What follows belongs to an exercise in optimizing a design on an open flow for small area, a short achievable clock period and few clock cycles; a production flow would make more cautious choices.
Where RTL was checked, it was by simulation tests only, not by an equivalence proof against the original.
Power figures rest on the tool's default switching activity, not on a simulated workload.

==> run F <==
==> flow/design.v (excerpt) <==
module periodic_repeat_timer_scheduler #(
    parameter int NUM_SLOTS   = 16,
    parameter int PERIOD_BITS = 24
) (
    input  logic                              i_clk,
    input  logic                              i_rst_n,
    input  logic                              start,
    output logic                              busy,
    input  logic [1:0]                        i_mode,
    input  logic [prts_pkg::IN_PERIOD_W-1:0]  i_period_ms,
    input  logic [prts_pkg::REP_W-1:0]        i_repeat_count,
    input  logic [prts_pkg::ID_W-1:0]         i_cancel_id,
    output logic                              o_valid,
    output logic [2:0]                        o_kind,
    output logic [prts_pkg::ID_W-1:0]         o_result_id,
    output logic                              o_last
);
==> flow/config.mk <==
export PLATFORM = sky130hd
export DESIGN_NAME = periodic_repeat_timer_scheduler
export DESIGN_NICKNAME = periodic_repeat_timer_scheduler
export VERILOG_FILES = /design/flow/design.v
export SDC_FILE = /design/flow/constraint.sdc
export NUM_CORES = 4
export LEC_CHECK = 0
export CAP_MARGIN = 20
export CORE_MARGIN = 2
export CORE_UTILIZATION = 60
export CTS_BUF_LIST = sky130_fd_sc_hd__clkbuf_8
export SETUP_SLACK_MARGIN = 4.7
export SLEW_MARGIN = 20
==> flow/constraint.sdc <==
create_clock -name core_clock -period 7.5 [get_ports {i_clk}]
set_input_delay 1.5000 -clock core_clock [delete_from_list [all_inputs] [get_ports {i_clk}]]
set_output_delay 1.5000 -clock core_clock [all_outputs]
set_load 0.01 [all_outputs]
run.sh (not shown) runs the stock make flow with config.mk's settings and CLKGATE_MAP_FILE= SYNTH_SCRIPT=/design/flow/synth_recipe.tcl, a recipe that flattens the netlist after the stock synthesis.
==> run B (differences from run F) <==
--- a/flow/design.v
+++ b/flow/design.v
@@ -33,47 +33,58 @@
     input  logic                              start,
     input  logic [1:0]                        i_mode,
     input  logic [prts_pkg::IN_PERIOD_W-1:0]  i_period_ms,
     input  logic [prts_pkg::REP_W-1:0]        i_repeat_count,
     input  logic [prts_pkg::ID_W-1:0]         i_cancel_id,
+    input  logic                              i_multi,        
     input  logic                              i_multi_n,      
     output logic                              o_busy,
+    output logic                              o_take,         
     output logic                              o_h_tick,
     output logic                              o_h_add,
     output logic                              o_h_cancel,
     output logic                              o_h_per_mode,
+    output logic                              o_h_every,
     output logic [PERIOD_BITS-1:0]            o_h_arg,
     output logic [prts_pkg::REP_W-1:0]        o_h_reps
 );
     logic [PERIOD_BITS-1:0] arg_c;
     logic                   valid_n;
+    logic                   per_small;
+    assign per_small = (i_period_ms[PERIOD_BITS-1:1] == '0);
     always_comb begin
         if (i_mode == prts_pkg::MODE_CANCEL) begin
             arg_c = PERIOD_BITS'(i_cancel_id);
         end else begin
             arg_c = i_period_ms[PERIOD_BITS-1:0];
         end
     end
-    assign valid_n = o_busy || start;
+    logic h_valid;
+    logic hold;
+    assign h_valid = o_h_tick || o_h_add || o_h_cancel;
+    assign hold    = h_valid && i_multi;
+    assign valid_n = hold || start;
+    assign o_take  = !hold;
     always_ff @(posedge i_clk) begin
         if (!i_rst_n) begin
             o_h_tick   <= 1'b0;
             o_h_add    <= 1'b0;
             o_h_cancel <= 1'b0;
             o_busy     <= 1'b0;
         end else begin
-            if (!o_busy) begin
+            if (!hold) begin
                 o_h_tick   <= start && (i_mode == prts_pkg::MODE_TICK);
                 o_h_add    <= start && (i_mode == prts_pkg::MODE_ADD_PER || i_mode == prts_pkg::MODE_ADD_REP);
                 o_h_cancel <= start && (i_mode == prts_pkg::MODE_CANCEL);
             end
             o_busy <= valid_n && i_multi_n;
         end
     end
     always_ff @(posedge i_clk) begin
-        if (!o_busy) begin
+        if (!hold) begin
             o_h_per_mode <= (i_mode == prts_pkg::MODE_ADD_PER);
+            o_h_every    <= per_small;
             o_h_arg      <= arg_c;
             o_h_reps     <= i_repeat_count;
         end
     end
 endmodule
@@ -85,12 +96,17 @@
     input  logic                       i_rst_n,
     input  logic                       i_h_tick,
     input  logic                       i_h_add,
     input  logic                       i_h_cancel,
     input  logic                       i_h_per_mode,
-    input  logic [PERIOD_BITS-1:0]     i_h_arg,
+    input  logic                       i_h_every,
+    input  logic [PERIOD_BITS-1:0]     i_h_per,
+    input  logic [prts_pkg::ID_W-1:0]  i_h_cid,
+    input  logic                       i_take,
+    input  logic [prts_pkg::ID_W-1:0]  i_cancel_id,
     input  logic [prts_pkg::REP_W-1:0] i_h_reps,
+    output logic                       o_multi,
     output logic                       o_multi_n,
     output logic                       o_valid,
     output logic [2:0]                 o_kind,
     output logic [prts_pkg::ID_W-1:0]  o_id,
     output logic                       o_last
@@ -99,45 +115,61 @@
     localparam int PB = PERIOD_BITS;
     localparam int IW = prts_pkg::ID_W;
     localparam int RW = prts_pkg::REP_W;
     logic [NS-1:0]    r_active;
     logic [NS-1:0]    r_periodic;
-    logic [NS-1:0]    r_new;         
+    logic [NS-1:0]    r_every;       
+    logic [NS-1:0]    r_due;         
     logic [IW-1:0]    r_ident  [NS];
     logic [PB-1:0]    r_period [NS];
     logic [PB-1:0]    r_cd     [NS];
     logic [RW-1:0]    r_reps   [NS];
     logic [IW-1:0]    r_next_id;
+    logic [NS-1:0]    r_cmatch;      
     logic [NS-1:0]    r_fire;        
+    logic [NS-1:0]    r_sel;         
     logic             r_multi;       
     logic             r_res_valid;
     logic [2:0]       r_res_kind;
     logic [IW-1:0]    r_res_id;
     logic             do_tick;
     logic             do_add;
     logic             do_cancel;
     assign do_tick   = i_h_tick && !r_multi;
     assign do_add    = i_h_add && !r_multi;
     assign do_cancel = i_h_cancel && !r_multi;
+    assign o_multi_n = multi_n;
+    assign o_multi   = r_multi;
     logic [NS-1:0]    fire;
     logic [NS-1:0]    rep_zero;
+    logic [NS-1:0]    cd_two;
     logic [NS-1:0]    match;
     logic [NS-1:0]    add_sel;
     logic [NS-1:0]    can_sel;
     logic [NS-1:0]    free_v;
     always_comb begin
         for (int s = 0; s < NS; s++) begin
-            fire[s]     = r_active[s] && (r_new[s] || (r_cd[s][PB-1:1] == '0));
+            fire[s]     = r_active[s] && r_due[s];
             rep_zero[s] = (r_reps[s] == '0);
-            match[s]    = r_active[s] && (r_ident[s] == i_h_arg[IW-1:0]);
+            cd_two[s]   = (r_cd[s] == PB'(2));
+            match[s]    = r_active[s] && r_cmatch[s];
         end
-        free_v = ~r_active;
+        free_v  = ~r_active;
         add_sel = free_v & (~free_v + 1'b1);
         can_sel = match & (~match + 1'b1);
     end
     for (genvar s = 0; s < NS; s++) begin : g_slot
         always_ff @(posedge i_clk) begin
+            if (i_take) begin
+                if (do_add && add_sel[s]) begin
+                    r_cmatch[s] <= (r_next_id == i_cancel_id);
+                end else begin
+                    r_cmatch[s] <= (r_ident[s] == i_cancel_id);
+                end
+            end
+        end
+        always_ff @(posedge i_clk) begin
             if (!i_rst_n) begin
                 r_active[s] <= 1'b0;
             end else if (do_add && add_sel[s]) begin
                 r_active[s] <= 1'b1;
             end else if (do_cancel && can_sel[s]) begin
@@ -147,17 +179,18 @@
             end
         end
         always_ff @(posedge i_clk) begin
             if (do_add && add_sel[s]) begin
                 r_periodic[s] <= i_h_per_mode;
+                r_every[s]    <= i_h_every;
                 r_ident[s]    <= r_next_id;
-                r_period[s]   <= i_h_arg;
+                r_period[s]   <= i_h_per;
             end
             if (do_add && add_sel[s]) begin
-                r_new[s] <= 1'b1;
+                r_due[s] <= 1'b1;
             end else if (do_tick) begin
-                r_new[s] <= 1'b0;
+                r_due[s] <= fire[s] ? r_every[s] : cd_two[s];
             end
             if (do_tick) begin
                 r_cd[s] <= fire[s] ? r_period[s] : (r_cd[s] - 1'b1);
             end
             if (do_add && add_sel[s]) begin
@@ -165,35 +198,34 @@
             end else if (do_tick && fire[s]) begin
                 r_reps[s] <= r_reps[s] - 1'b1;
             end
         end
     end
-    logic [NS-1:0]    f_low;
     logic [NS-1:0]    f_rest;
     logic [IW-1:0]    f_id;
     logic [NS-1:0]    fire_n;
     logic             multi_n;
     always_comb begin
-        f_low  = r_fire & (~r_fire + 1'b1);
-        f_rest = r_fire & ~f_low;
+        f_rest = r_fire & ~r_sel;
         f_id   = '0;
         for (int s = 0; s < NS; s++) begin
-            f_id = f_id | ({IW{f_low[s]}} & r_ident[s]);
+            f_id = f_id | ({IW{r_sel[s]}} & r_ident[s]);
         end
-        fire_n = do_tick ? fire : f_rest;
+        fire_n  = do_tick ? fire : f_rest;
         multi_n = ((fire_n & (fire_n - 1'b1)) != '0);
     end
-    assign o_multi_n = multi_n;
     always_ff @(posedge i_clk) begin
         if (!i_rst_n) begin
             r_fire      <= '0;
+            r_sel       <= '0;
             r_multi     <= 1'b0;
             r_next_id   <= '0;
             r_res_valid <= 1'b0;
             o_valid     <= 1'b0;
         end else begin
             r_fire      <= fire_n;
+            r_sel       <= fire_n & (~fire_n + 1'b1);
             r_multi     <= multi_n;
             if (do_add && free_v != '0) begin
                 r_next_id <= r_next_id + 1'b1;
             end
             r_res_valid <= do_add || do_cancel;
@@ -209,11 +241,11 @@
                 r_res_kind <= prts_pkg::KIND_FULL;
                 r_res_id   <= '0;
             end
         end else begin
             r_res_kind <= (match != '0) ? prts_pkg::KIND_CANCELLED : prts_pkg::KIND_UNKNOWN;
-            r_res_id   <= i_h_arg[IW-1:0];
+            r_res_id   <= i_h_cid;
         end
         if (r_fire != '0) begin
             o_kind <= prts_pkg::KIND_FIRED;
             o_id   <= f_id;
             o_last <= (f_rest == '0);
@@ -243,12 +275,15 @@
 );
     logic                   h_tick;
     logic                   h_add;
     logic                   h_cancel;
     logic                   h_per_mode;
+    logic                   h_every;
     logic [PERIOD_BITS-1:0] h_arg;
     logic [prts_pkg::REP_W-1:0] h_reps;
+    logic                   multi;
+    logic                   take;
     logic                   multi_n;
     prts_front #(
         .PERIOD_BITS (PERIOD_BITS)
     ) u_front (
         .i_clk          (i_clk),
@@ -256,16 +291,19 @@
         .start          (start),
         .i_mode         (i_mode),
         .i_period_ms    (i_period_ms),
         .i_repeat_count (i_repeat_count),
         .i_cancel_id    (i_cancel_id),
+        .i_multi        (multi),
         .i_multi_n      (multi_n),
         .o_busy         (busy),
+        .o_take         (take),
         .o_h_tick       (h_tick),
         .o_h_add        (h_add),
         .o_h_cancel     (h_cancel),
         .o_h_per_mode   (h_per_mode),
+        .o_h_every      (h_every),
         .o_h_arg        (h_arg),
         .o_h_reps       (h_reps)
     );
     prts_back #(
         .NUM_SLOTS   (NUM_SLOTS),
@@ -275,12 +313,17 @@
         .i_rst_n     (i_rst_n),
         .i_h_tick    (h_tick),
         .i_h_add     (h_add),
         .i_h_cancel  (h_cancel),
         .i_h_per_mode(h_per_mode),
-        .i_h_arg     (h_arg),
+        .i_h_every   (h_every),
+        .i_h_per     (h_arg),
+        .i_h_cid     (h_arg[prts_pkg::ID_W-1:0]),
+        .i_take      (take),
+        .i_cancel_id (i_cancel_id),
         .i_h_reps    (h_reps),
+        .o_multi     (multi),
         .o_multi_n   (multi_n),
         .o_valid     (o_valid),
         .o_kind      (o_kind),
         .o_id        (o_result_id),
         .o_last      (o_last)
Settings changed: CORE_UTILIZATION 60 to 40, CTS_BUF_LIST sky130_fd_sc_hd__clkbuf_8 to unset, CTS_CLUSTER_DIAMETER set to 60, CTS_CLUSTER_SIZE set to 25.
==> notes <==
- Run B produced a clean layout. Run F completed without violations.
- Of run B and run F, run B has the higher clock skew (gap 6.5 ps).
- Maximum frequency: run F is lower than run B (4.1%).
- Between run B and run F, the lower synthesized cell count is in run F (gap about 0.7%, measured against run F).
- In run B the count of clock-buffer cells in the layout is lower than in run F, by 129.
- Of run F and run B, run B has the higher worst hold slack (gap 21 ps).
- Of run F and run B, run B has the higher wire length (gap about 9%, measured against run B).
- Of run B and run F, run F has the higher global-route usage (gap 10 points).
- Of run B and run F, run B has the higher sequential power (gap 3.0%, measured against run F).
- Area after synthesis: run F is lower than run B (about 2.4%).
Testbench counts of run F, summed over its fixed seeds: cycles 32,247.
Function not checked in run B: the RTL went through the layout flow alone.

==> afterwards: timing with drivers on the ports <==
The flow's constraints put no driver on any port. The routed layouts listed below were extracted and timed again, unchanged, in two steps.
Step 1 (the two cells are an assumption about what drives the block):
set clk [get_ports {i_clk}]
set_driving_cell -lib_cell sky130_fd_sc_hd__clkbuf_16 $clk
set_driving_cell -lib_cell sky130_fd_sc_hd__buf_2 [delete_from_list [all_inputs] $clk]
Step 2 adds t to the input delays and takes it off the output delays; t is the mean of the earliest and latest rising clock arrival at the registers after step 1. Input paths then give back, and output paths get back, about the clock's delay inside the block.
Three values: no drivers, after step 1, after step 2; two values: the first two.
| run | shift t [ns] | setup WS [ns] | worst setup path at the end | slew at the worst register clock pin (ns) | pins driven straight from the clock port |
|---|---|---|---|---|---|
| run F | 0.994 | 4.451 / 4.474 / 3.520 | input to register | 0.07 / 0.07 | 1 |
| run B | 0.841 | 4.576 / 4.576 / 3.922 | input to register | 0.10 / 0.10 | 1 |
After both steps setup and hold are still met in every run listed. The setup slack of run F, which loses most, moves by +0.023 ns with the drivers and by -0.931 ns with both steps.
